This design comes from an exercise in tuning for small area and a short achievable clock period on the open sky130 flow, not from production work.
Where RTL was checked, it was by simulation tests only, not by an equivalence proof against the original.
Power and IR drop assume default switching activity.

==> flow/design.v <==
module fpu_ss_multi_scoreboard #(
    parameter int NB_CORES     = 2,
    parameter int NUM_REGS     = 32,
    parameter int CNT_W        = 2,
    parameter int MAX_INFLIGHT = 8,
    parameter int IN_ORDER_WB  = 1,
    localparam int CORE_W      = (NB_CORES > 1) ? $clog2(NB_CORES) : 1,
    localparam int REG_W       = $clog2(NUM_REGS),
    localparam int INF_W       = $clog2(MAX_INFLIGHT + 1)
) (
    input  logic                clk_i,
    input  logic                rst_ni,
    input  logic                disp_valid_i,
    output logic                disp_ready_o,
    input  logic [CORE_W-1:0]   disp_core_i,
    input  logic [3*REG_W-1:0]  disp_rs_i,
    input  logic [2:0]          disp_rs_use_i,
    input  logic [REG_W-1:0]    disp_rd_i,
    input  logic                disp_rd_fp_i,
    input  logic                fpu_wb_valid_i,
    input  logic [CORE_W-1:0]   fpu_wb_core_i,
    input  logic [REG_W-1:0]    fpu_wb_rd_i,
    input  logic                lsu_wb_valid_i,
    input  logic [CORE_W-1:0]   lsu_wb_core_i,
    input  logic [REG_W-1:0]    lsu_wb_rd_i,
    output logic [5:0]          fwd_sel_o,
    output logic [INF_W-1:0]    inflight_o,
    output logic                err_o
);
    localparam int NS    = MAX_INFLIGHT;
    localparam int TAG_W = CORE_W + REG_W;
    logic [TAG_W-1:0] tag_q [NS];
    logic [CNT_W-1:0] cnt_q [NS];
    logic [INF_W-1:0] inflight_q;
    logic             err_q;
    logic [NS-1:0]    live, one, full, core_m, rd_m, fpu_m, lsu_m, fpu_fw, lsu_fw, blk;
    logic [NS-1:0]    alloc, inc_s, fpu_s, lsu_s;
    logic [NS-1:0]    rs_m [3];
    logic [2:0]       raw_haz;
    logic [5:0]       fwd_sel;
    logic             hazard, inc, rd_hit, rd_full, fpu_hit, fpu_multi, lsu_hit;
    logic             same_tgt, fpu_ok, lsu_ok, err_set;
    always_comb begin
        for (int s = 0; s < NS; s++) begin
            live[s]   = (cnt_q[s] != '0);
            one[s]    = (cnt_q[s] == CNT_W'(1));
            full[s]   = (cnt_q[s] == '1);
            core_m[s] = live[s] && (tag_q[s][REG_W +: CORE_W] == disp_core_i);
            rd_m[s]   = core_m[s] && (tag_q[s][REG_W-1:0] == disp_rd_i);
            fpu_m[s]  = fpu_wb_valid_i && live[s] && (tag_q[s] == {fpu_wb_core_i, fpu_wb_rd_i});
            lsu_m[s]  = lsu_wb_valid_i && live[s] && (tag_q[s] == {lsu_wb_core_i, lsu_wb_rd_i});
            fpu_fw[s] = one[s] && fpu_m[s] && !lsu_m[s];
            lsu_fw[s] = one[s] && lsu_m[s] && !fpu_m[s];
            blk[s]    = live[s] && !fpu_fw[s] && !lsu_fw[s];
            for (int i = 0; i < 3; i++)
                rs_m[i][s] = disp_rs_use_i[i] && core_m[s]
                          && (tag_q[s][REG_W-1:0] == disp_rs_i[i*REG_W +: REG_W]);
        end
        for (int i = 0; i < 3; i++) begin
            raw_haz[i]       = |(rs_m[i] & blk);
            fwd_sel[2*i]     = |(rs_m[i] & fpu_fw);
            fwd_sel[2*i + 1] = |(rs_m[i] & lsu_fw);
        end
    end
    always_comb begin
        rd_full  = |(rd_m & full);
        hazard   = (|raw_haz) || (disp_rd_fp_i && (rd_full || inflight_q[INF_W-1]));
        inc      = disp_valid_i && !hazard && disp_rd_fp_i;
        rd_hit   = |rd_m;
        fpu_hit   = |fpu_m;
        fpu_multi = |(fpu_m & ~one);
        lsu_hit   = |lsu_m;
        same_tgt  = fpu_wb_valid_i && lsu_wb_valid_i
                 && (fpu_wb_core_i == lsu_wb_core_i) && (fpu_wb_rd_i == lsu_wb_rd_i);
        fpu_ok    = fpu_hit;
        lsu_ok    = same_tgt ? fpu_multi : lsu_hit;
        err_set   = (fpu_wb_valid_i && !fpu_ok) || (lsu_wb_valid_i && !lsu_ok);
        for (int s = 0; s < NS; s++) begin
            alloc[s] = !live[s];
            for (int t = 0; t < s; t++)
                if (!live[t]) alloc[s] = 1'b0;
        end
        inc_s = {NS{inc}} & (rd_hit ? rd_m : alloc);
        fpu_s = fpu_m;
        lsu_s = {NS{lsu_ok}} & lsu_m;
    end
    assign disp_ready_o = !hazard;
    assign fwd_sel_o    = fwd_sel;
    assign inflight_o   = inflight_q;
    assign err_o        = err_q;
    always_ff @(posedge clk_i) begin
        for (int s = 0; s < NS; s++)
            if (!live[s])
                tag_q[s] <= {disp_core_i, disp_rd_i};
    end
    always_ff @(posedge clk_i or negedge rst_ni) begin
        if (!rst_ni) begin
            for (int s = 0; s < NS; s++)
                cnt_q[s] <= '0;
            inflight_q <= '0;
            err_q      <= 1'b0;
        end else begin
            for (int s = 0; s < NS; s++)
                cnt_q[s] <= cnt_q[s] + CNT_W'(inc_s[s]) - CNT_W'(fpu_s[s]) - CNT_W'(lsu_s[s]);
            inflight_q <= inflight_q + INF_W'(inc) - INF_W'(fpu_ok) - INF_W'(lsu_ok);
            if (err_set)
                err_q <= 1'b1;
        end
    end
endmodule
Settings: LEC_CHECK=0, CAP_MARGIN=20, CORE_MARGIN=2, CORE_UTILIZATION=60, CTS_BUF_LIST=sky130_fd_sc_hd__clkbuf_8, PLACE_DENSITY=0.75, SETUP_SLACK_MARGIN=3.75, SLEW_MARGIN=20; clock period 10.0 ns.
standard.sh (not shown) runs the stock make flow with config.mk's settings and CLKGATE_MAP_FILE= SYNTH_SCRIPT=/design/flow/synth_recipe.tcl, a recipe that flattens the netlist after the stock synthesis.
==> flow/flow/run.sh <==
#!/bin/bash
# The standard layout, with the port buffers made as buf_4 cells instead of the
# resizer's default pick, so the ports do not start out behind slow delay cells.
set -euo pipefail
bash standard.sh "BUFFER_PORTS_ARGS=-buffer_cell sky130_fd_sc_hd__buf_4" ${EXTRA_VARS:-} finish > orfs_finish.log 2>&1
==> next run, changes <==
--- a/flow/design.v
+++ b/flow/design.v
@@ -30,13 +30,14 @@
     localparam int NS    = MAX_INFLIGHT;
     localparam int TAG_W = CORE_W + REG_W;
     logic [TAG_W-1:0] tag_q [NS];
     logic [CNT_W-1:0] cnt_q [NS];
     logic [INF_W-1:0] inflight_q;
     logic             err_q;
-    logic [NS-1:0]    live, one, full, core_m, rd_m, fpu_m, lsu_m, fpu_fw, lsu_fw, blk;
+    logic [NS-1:0]    live, one, full, core_m, rd_m, fpu_m, lsu_m;
+    logic [2:0]       rs_fh, rs_lh, rs_nz, rs_one;
     logic [NS-1:0]    alloc, inc_s, fpu_s, lsu_s;
     logic [NS-1:0]    rs_m [3];
     logic [2:0]       raw_haz;
     logic [5:0]       fwd_sel;
     logic             hazard, inc, rd_hit, rd_full, fpu_hit, fpu_multi, lsu_hit;
     logic             same_tgt, fpu_ok, lsu_ok, err_set;
@@ -46,23 +47,25 @@
             one[s]    = (cnt_q[s] == CNT_W'(1));
             full[s]   = (cnt_q[s] == '1);
             core_m[s] = live[s] && (tag_q[s][REG_W +: CORE_W] == disp_core_i);
             rd_m[s]   = core_m[s] && (tag_q[s][REG_W-1:0] == disp_rd_i);
             fpu_m[s]  = fpu_wb_valid_i && live[s] && (tag_q[s] == {fpu_wb_core_i, fpu_wb_rd_i});
             lsu_m[s]  = lsu_wb_valid_i && live[s] && (tag_q[s] == {lsu_wb_core_i, lsu_wb_rd_i});
-            fpu_fw[s] = one[s] && fpu_m[s] && !lsu_m[s];
-            lsu_fw[s] = one[s] && lsu_m[s] && !fpu_m[s];
-            blk[s]    = live[s] && !fpu_fw[s] && !lsu_fw[s];
             for (int i = 0; i < 3; i++)
-                rs_m[i][s] = disp_rs_use_i[i] && core_m[s]
-                          && (tag_q[s][REG_W-1:0] == disp_rs_i[i*REG_W +: REG_W]);
+                rs_m[i][s] = core_m[s] && (tag_q[s][REG_W-1:0] == disp_rs_i[i*REG_W +: REG_W]);
         end
         for (int i = 0; i < 3; i++) begin
-            raw_haz[i]       = |(rs_m[i] & blk);
-            fwd_sel[2*i]     = |(rs_m[i] & fpu_fw);
-            fwd_sel[2*i + 1] = |(rs_m[i] & lsu_fw);
+            rs_fh[i] = fpu_wb_valid_i && (fpu_wb_core_i == disp_core_i)
+                    && (fpu_wb_rd_i == disp_rs_i[i*REG_W +: REG_W]);
+            rs_lh[i] = lsu_wb_valid_i && (lsu_wb_core_i == disp_core_i)
+                    && (lsu_wb_rd_i == disp_rs_i[i*REG_W +: REG_W]);
+            rs_nz[i] = disp_rs_use_i[i] && (|rs_m[i]);
+            rs_one[i] = |(rs_m[i] & one);
+            raw_haz[i]       = rs_nz[i] && !(rs_one[i] && (rs_fh[i] ^ rs_lh[i]));
+            fwd_sel[2*i]     = rs_nz[i] && rs_one[i] && rs_fh[i] && !rs_lh[i];
+            fwd_sel[2*i + 1] = rs_nz[i] && rs_one[i] && rs_lh[i] && !rs_fh[i];
         end
     end
     always_comb begin
         rd_full  = |(rd_m & full);
         hazard   = (|raw_haz) || (disp_rd_fp_i && (rd_full || inflight_q[INF_W-1]));
         inc      = disp_valid_i && !hazard && disp_rd_fp_i;
Wire length went down by about 8%.
Utilization went down by 2.5 points.
Cell count went down by about 0.3%.
Total power went down by about 7%.
Register-to-register slack improved by 0.02 ns.
Function not checked in the first run of this note: the RTL went through the layout flow alone.

==> separate check: timing with driven ports <==
In the flow no input, the clock included, has a driving cell. The finished layouts below were timed again as built, in two steps. Step 1, drivers: a clkbuf_16 drives clk_i and a buf_2 each remaining input, both assumed. Step 2 also shifts input and output timing later by t, the mid clock arrival at the registers, as if the neighbouring blocks saw the same clock. Slacks: no drivers / after step 1 / after step 2; pairs: no drivers / after step 1.
| run | shift t [ns] | slack for setup (ns) | worst slew at a driven data input, ns | cell pins on the clock port's net |
|---|---|---|---|---|
| the first run | 0.413 | 3.720 / 3.698 / 3.698 | 0.06 | 1 |
| the second run | 0.412 | 3.887 / 3.862 / 3.862 | 0.04 | 1 |
After both steps every run listed still meets setup and hold. The setup slack of the second run, which loses most, moves by -0.025 ns with the drivers and by -0.025 ns with both steps.
